Context: an optimization exercise on an open-source flow, tuned for small area, a short achievable clock period and few clock cycles per item. The choices shown serve that exercise and are no tape-out recipe.
Function not checked in this run: the RTL went through the layout flow alone.
Power is estimated from default activity; no workload was simulated.

[flow/design.v]
package idct_pkg;
	localparam int plane_width = 320;
endpackage
`timescale 1ns/1ps
module idct_t_stage (
	input logic CLOCK_50_I,
	input logic Resetn,
	input logic req,
	output logic ack,
	input logic [5:0] block_row,
	input logic [5:0] block_col,
	input logic [15:0] sram_read_data,
	output logic [17:0] sram_address,
	output logic [15:0] sram_write_data,
	output logic sram_we_n
);
	localparam logic [7:0] LAST_T = 8'd151;
	logic running;
	logic ack_q;
	logic [7:0] cnt;
	logic [14:0] rb;           
	logic [14:0] rb_start;
	logic [17:0] addr_q;
	logic [15:0] wdata_q;
	logic we_n_q;
	assign rb_start = {9'(5 * block_row + 9'd150), block_col};
	always_ff @(posedge CLOCK_50_I or negedge Resetn) begin
		if (!Resetn) begin
			running <= 1'b0;
			ack_q <= 1'b0;
			we_n_q <= 1'b1;
		end else begin
			if (!running && !ack_q) begin
				running <= req;
			end else if (running) begin
				if (cnt == LAST_T) begin
					running <= 1'b0;
					ack_q <= 1'b1;
				end
			end else begin
				ack_q <= req;
			end
			we_n_q <= ~(running && !cnt[0] && cnt >= 8'd24 && cnt <= 8'd150);
		end
	end
	logic [7:0] nxt;
	assign nxt = cnt + 8'd1;
	logic [2:0] rd_col;
	assign rd_col = nxt[1] ? ~{1'b0, nxt[3:2]} : {1'b0, nxt[3:2]};
	logic [7:0] wr_u;
	logic [2:0] wr_row;
	logic [2:0] wr_col;
	assign wr_u = cnt - 8'd24;
	assign wr_row = wr_u[6:4];
	assign wr_col = {cnt[2:1], cnt[3]};
	always_ff @(posedge CLOCK_50_I) begin
		if (!running) begin
			cnt <= 8'd0;
			rb <= rb_start;
			addr_q <= {rb_start, 3'd0};
		end else begin
			cnt <= nxt;
			if (cnt[3:0] == 4'd14) begin
				rb <= rb + 15'd40;
			end
			if (!cnt[0]) begin
				addr_q <= {9'h11f, 3'd0, wr_row, wr_col};
			end else begin
				addr_q <= {rb, rd_col};
			end
		end
	end
	logic [15:0] din;
	logic [15:0] hold;
	logic signed [16:0] xo;      
	logic signed [18:0] xo3;
	logic signed [16:0] f1;
	logic signed [16:0] f2;
	logic signed [16:0] xe;      
	logic signed [18:0] xe3;
	logic signed [18:0] hold_w;
	logic signed [18:0] din_w;
	assign hold_w = 19'(signed'(hold));
	assign din_w = 19'(signed'(din));
	always_ff @(posedge CLOCK_50_I) begin
		din <= sram_read_data;
		if (cnt[1:0] == 2'd0) begin
			hold <= din;
		end
		if (cnt[1:0] == 2'd2) begin
			xo <= 17'(hold_w - din_w);
			xo3 <= hold_w + (hold_w <<< 1) - din_w - (din_w <<< 1);
			f1 <= 17'(hold_w + din_w);
			f2 <= f1;
			xe <= f2;
			xe3 <= 19'(signed'(f2)) + (19'(signed'(f2)) <<< 1);
		end
	end
	logic [3:0] ph;
	assign ph = nxt[3:0];
	logic [1:0] k_o;
	logic [1:0] k_e;
	logic [1:0] p_col;
	assign p_col = ph[1:0];
	assign k_e = ph[3:2];
	assign k_o = {~ph[3], ph[2]};
	function automatic logic [2:0] odd_sel(input logic [1:0] k, input logic [1:0] p);
		case ({k, p})
			4'h0: odd_sel = {1'b0, 2'd0};
			4'h1: odd_sel = {1'b0, 2'd1};
			4'h2: odd_sel = {1'b0, 2'd2};
			4'h3: odd_sel = {1'b0, 2'd3};
			4'h4: odd_sel = {1'b0, 2'd1};
			4'h5: odd_sel = {1'b1, 2'd3};
			4'h6: odd_sel = {1'b1, 2'd0};
			4'h7: odd_sel = {1'b1, 2'd2};
			4'h8: odd_sel = {1'b0, 2'd2};
			4'h9: odd_sel = {1'b1, 2'd0};
			4'ha: odd_sel = {1'b0, 2'd3};
			4'hb: odd_sel = {1'b0, 2'd1};
			4'hc: odd_sel = {1'b0, 2'd3};
			4'hd: odd_sel = {1'b1, 2'd2};
			4'he: odd_sel = {1'b0, 2'd1};
			default: odd_sel = {1'b1, 2'd0};
		endcase
	endfunction
	function automatic logic [2:0] even_sel(input logic [1:0] k, input logic [1:0] p);
		case ({k, p})
			4'h0: even_sel = {1'b0, 2'd0};
			4'h1: even_sel = {1'b0, 2'd1};
			4'h2: even_sel = {1'b0, 2'd0};
			4'h3: even_sel = {1'b0, 2'd2};
			4'h4: even_sel = {1'b0, 2'd0};
			4'h5: even_sel = {1'b0, 2'd2};
			4'h6: even_sel = {1'b1, 2'd0};
			4'h7: even_sel = {1'b1, 2'd1};
			4'h8: even_sel = {1'b0, 2'd0};
			4'h9: even_sel = {1'b1, 2'd2};
			4'ha: even_sel = {1'b1, 2'd0};
			4'hb: even_sel = {1'b0, 2'd1};
			4'hc: even_sel = {1'b0, 2'd0};
			4'hd: even_sel = {1'b1, 2'd1};
			4'he: even_sel = {1'b0, 2'd0};
			default: even_sel = {1'b1, 2'd2};
		endcase
	endfunction
	logic [2:0] so;
	logic [2:0] se;
	assign so = odd_sel(k_o, p_col);
	assign se = even_sel(k_e, p_col);
	logic [23:0] ox;
	logic [23:0] oy;
	logic [23:0] ex;
	logic [23:0] ey;
	assign ox = 24'(xo);
	assign oy = 24'(xo3);
	assign ex = 24'(xe);
	assign ey = 24'(xe3);
	logic [23:0] or1, or2, or3, or4;
	logic [1:0] o_inj;
	always_comb begin
		case (so[1:0])
			2'd0: begin  
				or1 = ox << 11; or2 = ~(ox << 5); or3 = ~(ox << 3); or4 = 24'd0; o_inj = 2'b11;
			end
			2'd1: begin  
				or1 = ox << 11; or2 = ~(oy << 7); or3 = ox << 5; or4 = oy << 1; o_inj = 2'b01;
			end
			2'd2: begin  
				or1 = oy << 8; or2 = ~(ox << 4); or3 = ox; or4 = oy << 7; o_inj = 2'b01;
			end
			default: begin  
				or1 = oy << 7; or2 = ox << 4; or3 = ~ox; or4 = 24'd0; o_inj = 2'b01;
			end
		endcase
	end
	logic [23:0] er1, er2, er3, er4;
	logic [1:0] e_inj;
	always_comb begin
		case (se[1:0])
			2'd0: begin  
				er1 = ey << 9; er2 = ~(ey << 5); er3 = ex << 3; er4 = 24'd0; e_inj = 2'b01;
			end
			2'd1: begin  
				er1 = ex << 11; er2 = ~(ex << 7); er3 = ~(ex << 5); er4 = ex << 2; e_inj = 2'b11;
			end
			default: begin  
				er1 = ey << 8; er2 = ex << 4; er3 = ~ex; er4 = 24'd0; e_inj = 2'b01;
			end
		endcase
	end
	logic [23:0] os1, oc1, os2, oc2;
	logic [23:0] es1, ec1, es2, ec2;
	assign os1 = or1 ^ or2 ^ or3;
	assign oc1 = {((or1 & or2) | (or1 & or3) | (or2 & or3)), o_inj[0]} ;
	assign os2 = os1 ^ oc1 ^ or4;
	assign oc2 = {((os1 & oc1) | (os1 & or4) | (oc1 & or4)), o_inj[1]};
	assign es1 = er1 ^ er2 ^ er3;
	assign ec1 = {((er1 & er2) | (er1 & er3) | (er2 & er3)), e_inj[0]};
	assign es2 = es1 ^ ec1 ^ er4;
	assign ec2 = {((es1 & ec1) | (es1 & er4) | (ec1 & er4)), e_inj[1]};
	logic [23:0] o_s, o_c, e_s, e_c;
	logic o_neg, o_rs, e_neg, e_rs;
	always_ff @(posedge CLOCK_50_I) begin
		o_s <= os2;
		o_c <= oc2;
		o_neg <= so[2];
		o_rs <= (k_o == 2'd0);
		e_s <= es2;
		e_c <= ec2;
		e_neg <= se[2];
		e_rs <= (k_e == 2'd0);
	end
	logic [23:0] ro0, ro1, ro2, ro3;
	logic [23:0] re0, re1, re2, re3;
	function automatic logic [23:0] acc_add(input logic [23:0] acc, input logic [23:0] s,
			input logic [23:0] c, input logic neg);
		logic [23:0] sx, cx, t_s, t_c;
		logic [24:0] sum;
		sx = s ^ {24{neg}};
		cx = c ^ {24{neg}};
		t_s = acc ^ sx ^ cx;
		t_c = {((acc & sx) | (acc & cx) | (sx & cx)), neg};
		sum = {t_s, 1'b1} + {t_c, neg};
		acc_add = sum[24:1];
	endfunction
	always_ff @(posedge CLOCK_50_I) begin
		ro0 <= acc_add(o_rs ? 24'd0 : ro3, o_s, o_c, o_neg);
		ro1 <= ro0;
		ro2 <= ro1;
		ro3 <= ro2;
		re0 <= acc_add(e_rs ? 24'd0 : re3, e_s, e_c, e_neg);
		re1 <= re0;
		re2 <= re1;
		re3 <= re2;
	end
	logic [15:0] ring_out;
	logic [15:0] e1;
	logic [15:0] e2;
	assign ring_out = cnt[3] ? ro3[23:8] : re3[23:8];
	always_ff @(posedge CLOCK_50_I) begin
		if (cnt[2:0] == 3'd1 || cnt[2:0] == 3'd3) begin
			e1 <= ring_out;
		end
		if (cnt[2:0] == 3'd2) begin
			e2 <= ring_out;
		end
		case (cnt[2:1])
			2'd0: wdata_q <= ring_out;
			2'd2: wdata_q <= e2;
			default: wdata_q <= e1;
		endcase
	end
	assign ack = ack_q;
	assign sram_address = addr_q;
	assign sram_write_data = wdata_q;
	assign sram_we_n = we_n_q;
endmodule
[flow/run.sh]
#!/bin/bash
# synth_recipe.tcl (not shown) runs the flow's synth.tcl, then flattens the netlist and writes it again
# the make line also repeats each setting of config.mk as NAME=value (left out here)
make -C /OpenROAD-flow-scripts/flow DESIGN_CONFIG=/design/flow/config.mk WORK_HOME=/design/flow/orfs CLKGATE_MAP_FILE= SYNTH_SCRIPT=/design/flow/synth_recipe.tcl finish
[flow/config.mk]
export PLATFORM = sky130hd
export DESIGN_NAME = idct_t_stage
export DESIGN_NICKNAME = idct_t_stage
export VERILOG_FILES = /design/flow/design.v
export SDC_FILE = /design/flow/constraint.sdc
export NUM_CORES = 4
export LEC_CHECK = 0
export CAP_MARGIN = 20
export CORE_MARGIN = 2
export CORE_UTILIZATION = 40
export SLEW_MARGIN = 20
[flow/constraint.sdc]
create_clock -name core_clock -period 10.0 [get_ports {CLOCK_50_I}]
set_input_delay 2.0000 -clock core_clock [delete_from_list [all_inputs] [get_ports {CLOCK_50_I}]]
set_output_delay 2.0000 -clock core_clock [all_outputs]
set_load 0.01 [all_outputs]
==> metrics.csv <==
stage;metric;value;unit
finish;Seq. cell area;12040;um^2
run_status;status;no timing/DRC/antenna violations;
sta;clk_skew;34.26;ps
clock_tree;cts repair resizes;0;
synthesis;syn_area_per_cell;10.74;um^2
floorplanning;Die Y;262.3;um
worst_setup_path;CP delay by family, top;buffers and inverters;
placed_design;gp weighted congestion;0.8998;
floorplanning;I/O pins;67;
global_routing;gr usage total;16.48;%
route;wire per inst;16.49;um
synthesis;ranking of synthesized cells by area;dfxtp_1 (26%), edfxtp_1 (19%), fa_1 (12%);
clock_tree;Clock transition at path regs;60;ps
floorplanning;Horiz. Die Dim;262.3;um
global_routing;vias in the first global route;16977;
finish;Final #Nets;2868;
route;WL met3;2677;um
worst_setup_path;Reg-to-Reg Start;cnt[0]$_SDFF_PN0_;
sta;fin. max-slew vios;0;
worst_setup_path;Worst path depth;13;
route;uppermost routed layer;met4;
synthesis;sequential area share after synthesis;45.11;%
power_and_ir_drop;Pwr Total;4.646;mW
sta;Tcrit/Tclk final;63.77;%
finish;final-layout fill cell count;6106;
synthesis;Synth cell types;83;
finish;final core occ;45.56;%
worst_setup_path;slowest CP cell;dfxtp_2;
worst_setup_path;Worst Setup SP;cnt[0]$_SDFF_PN0_;
clock_tree;Post-CTS Setup Inserts;0;
synthesis;Yosys warning count;1;
placed_design;Area after DPL;28170;um^2
finish;design area;30010;um^2
global_routing;gr ovfl total;0;
worst_setup_path;R2R setup slack;3620;ps
clock_tree;Root Buffer;clkbuf_16;
clock_tree;H-tree Lvls;2;
route;DRC viols;0;
floorplanning;die area;68800;um^2
global_routing;first-pass GRT wire length;92100;um
global_routing;initial antenna violation count;2;
route;routed via count;17029;
route;Iter 0 DRT Violations;1071;
placed_design;dpl hpwl;42660;um
worst_hold_path;Min-Delay Path Depth;0;
sta;Slew HR;29.74;%
worst_setup_path;worst path cell trace;clkinv_1, ha_1, nand2_1, o21ai_0, o21ai_0, inv_1, ha_1, buf_4, inv_1, o21ai_0, fa_1, fa_1, inv_1;
route;WL final;56670;um
worst_setup_path;Worst EP arrival;6890;ps
sta;Min Clock Period, post-route;6377;ps
worst_setup_path;CP Buf/Inv Count;5;
synthesis;Post-Syn Instances;2485;
synthesis;EDFF count, synth;165;
route;drt first pass iters;5;
synthesis;Async SR Flop Fraction;0.5792;%
sta;Final TNS setup;0;ps
sta;Achievable Freq;0.1568;GHz
synthesis;syn_nets;2824;
clock_tree;clock latency on the worst-skew pair;620;ps
route;wire length on met2;24030;um
synthesis;Post-Syn Area;26690;um^2
clock_tree;Hold-fix buffers, CTS;0;
clock_tree;CTS tree;done;
route;final antenna-violating net count;0;
power_and_ir_drop;LEAKAGE;12.54;nW
floorplanning;FP Rows;94;
worst_setup_path;Crit path required time;10510;ps
global_routing;largest net degree at the start of global routing;66;
worst_setup_path;r2r worst-path depth;13;
worst_setup_path;critical path's largest stage delay;1010;ps
sta;RSZ-0062 raised after global routing;no;
synthesis;largest area contributor in the netlist;dfxtp_1;
floorplanning;area of the core;65860;um^2
clock_tree;clk sinks;518;
sta;count of final hold-check violations;0;
sta;worst-margin pin slew;1054;ps
placed_design;Port Buffers;66;
power_and_ir_drop;maximum vdd drop;0.1463;mV
finish;share of cells above drive strength 1;5.795;%
worst_hold_path;worst hold start;ro1[1]$_DFF_P_;
worst_setup_path;r2r endpoint;o_s[15]$_DFF_P_;
floorplanning;Initial Util;40.52;%
worst_setup_path;CP Launch Type;flip-flop;
clock_tree;clock tree buffer depth;3;
worst_setup_path;worst-path fanout max;58;
synthesis;top cell type's share of synthesized area;26.25;%
synthesis;Yosys reg bits;518;
sta;Final setup viols;0;
route;M1 WL;28220;um
synthesis;ys flop type;dfxtp_1;
worst_setup_path;Setup crit end;o_s[15]$_DFF_P_;
worst_setup_path;Critical Path End Type;flip-flop;
synthesis;synth cell count leaders;dfxtp_1 (350), inv_1 (294), xnor2_1 (172);
synthesis;count leader, synth;dfxtp_1;
finish;Syn-to-layout area delta;12.44;%
worst_hold_path;HP Class;reg2reg;
clock_tree;TritonCTS buffer count;55;
route;number of vias per cell;4.956;
power_and_ir_drop;PwrDens;154.8;nW/um^2
worst_setup_path;critical setup path kind;reg2reg;
job;MaxCap Viol Count;0;
finish;footprint of the multi-input gates;13180;um^2
-- flip-flops by register name, summed over array words and instances (netlist names), 19 cells and up --
signal / count
ro0: 24
e_c: 24
o_s: 24
re2: 24
o_c: 24
xe3: 19
ro1: 24
ro3: 24
re1: 24
re0: 24
ro2: 24
e_s: 24
re3: 24
-- per-layer routing --
metal / up-vias / global-route usage [%]
li1: 8511 / -
met1: 8023 / 24.31
met2: 413 / 24.51
met3: 82 / 2.493
met4: 0 / 5.866
met5: - / 0
-- worst reg2reg max path: stages (launching register included) --
cell and delay [ps]:
dfxtp_2 1010, clkinv_1 940, ha_1 650, nand2_1 90, o21ai_0 70, o21ai_0 450, inv_1 170, ha_1 240
buf_4 300, inv_1 860, o21ai_0 360, fa_1 560, fa_1 540, inv_1 30
-- where the power goes --
part           switching (mW)  leakage, nW  total [mW]  internal (mW)
clock                   0.845        0.900        2.01           1.17
combinational           0.209         7.18       0.377          0.168
sequential             0.0183         4.46        2.26           2.24
-- final cells by class --
class                   count  area share (%)
multi-input cells        1576           43.91
flip-flops and latches    518           40.13
clock buffers              75           5.279
inverters                 300           3.757
well taps                 864           3.602
repair buffers             78           2.514
clock inverters            24          0.8047
diodes                      1        0.008339
-- placed cells by master (no fill, tap or decap), types with 65 or more instances in the layout --
cell and n:
clkdlybuf4s50_1 66, a21oi_1 142, edfxtp_1 165, ha_1 152, dfxtp_1 347, inv_1 294
o21ai_0 132, nand2b_1 65, nor2_1 98, xnor2_1 172, nand2_1 152, fa_1 155
-- worst min-delay path by stage --
stage | endpoint | slack, ps
after floorplan | re1[0]$_DFF_P_ | 310
after global placement | re2[9]$_DFF_P_ | 310
after detailed placement | re2[11]$_DFF_P_ | 310
after CTS | ro2[23]$_DFF_P_ | 310
after global routing | ro2[23]$_DFF_P_ | 310
final | ro2[1]$_DFF_P_ | 310
-- metrics by stage --
stage / hold slack [ps] / instances / setup slack (ps)
after floorplan: 309.6 / 2485 / 4089
after global placement: 309.5 / 3335 / 3839
after detailed placement: 312.1 / 3335 / 3709
after CTS: 311.8 / 3434 / 3681
after global routing: 312.3 / 3435 / 3033
final: 312.1 / 3436 / 3623
-- cell families after synthesis --
logic type,after synthesis,share of synthesized area [%]
AO/OA/AOI/OAI,513,12.56
XOR/XNOR,218,7.225
adder cells (fa/ha/maj),308,18.80
buffers and inverters,391,5.579
flip-flops,518,45.11
multiplexers,43,1.721
AND/OR/NAND/NOR,494,9.006

[what the ideal ports hide]
Ports are ideal in the flow. The routed layout listed here was re-timed in OpenROAD. Step 1 assumes that a clkbuf_16 drives the clock port and a buf_2 every other input. Step 2 times the ports against the registers' clock, not the clock port: input delays grow and output delays shrink by t, the midpoint of the rising clock arrivals with the driver on. Three values: ideal, step 1, step 2; two values: the first two.
t, ns: 0.659
slack for setup (ns): 3.623 / 3.623 / 3.623
worst setup path at the end: register to register
worst register clock-pin slew, ns: 0.06 / 0.06
cell pins on the clock port's net: 1
After both steps this run still meets setup and hold. The setup slack of this run moves by 0.000 ns with the drivers and by 0.000 ns with both steps.
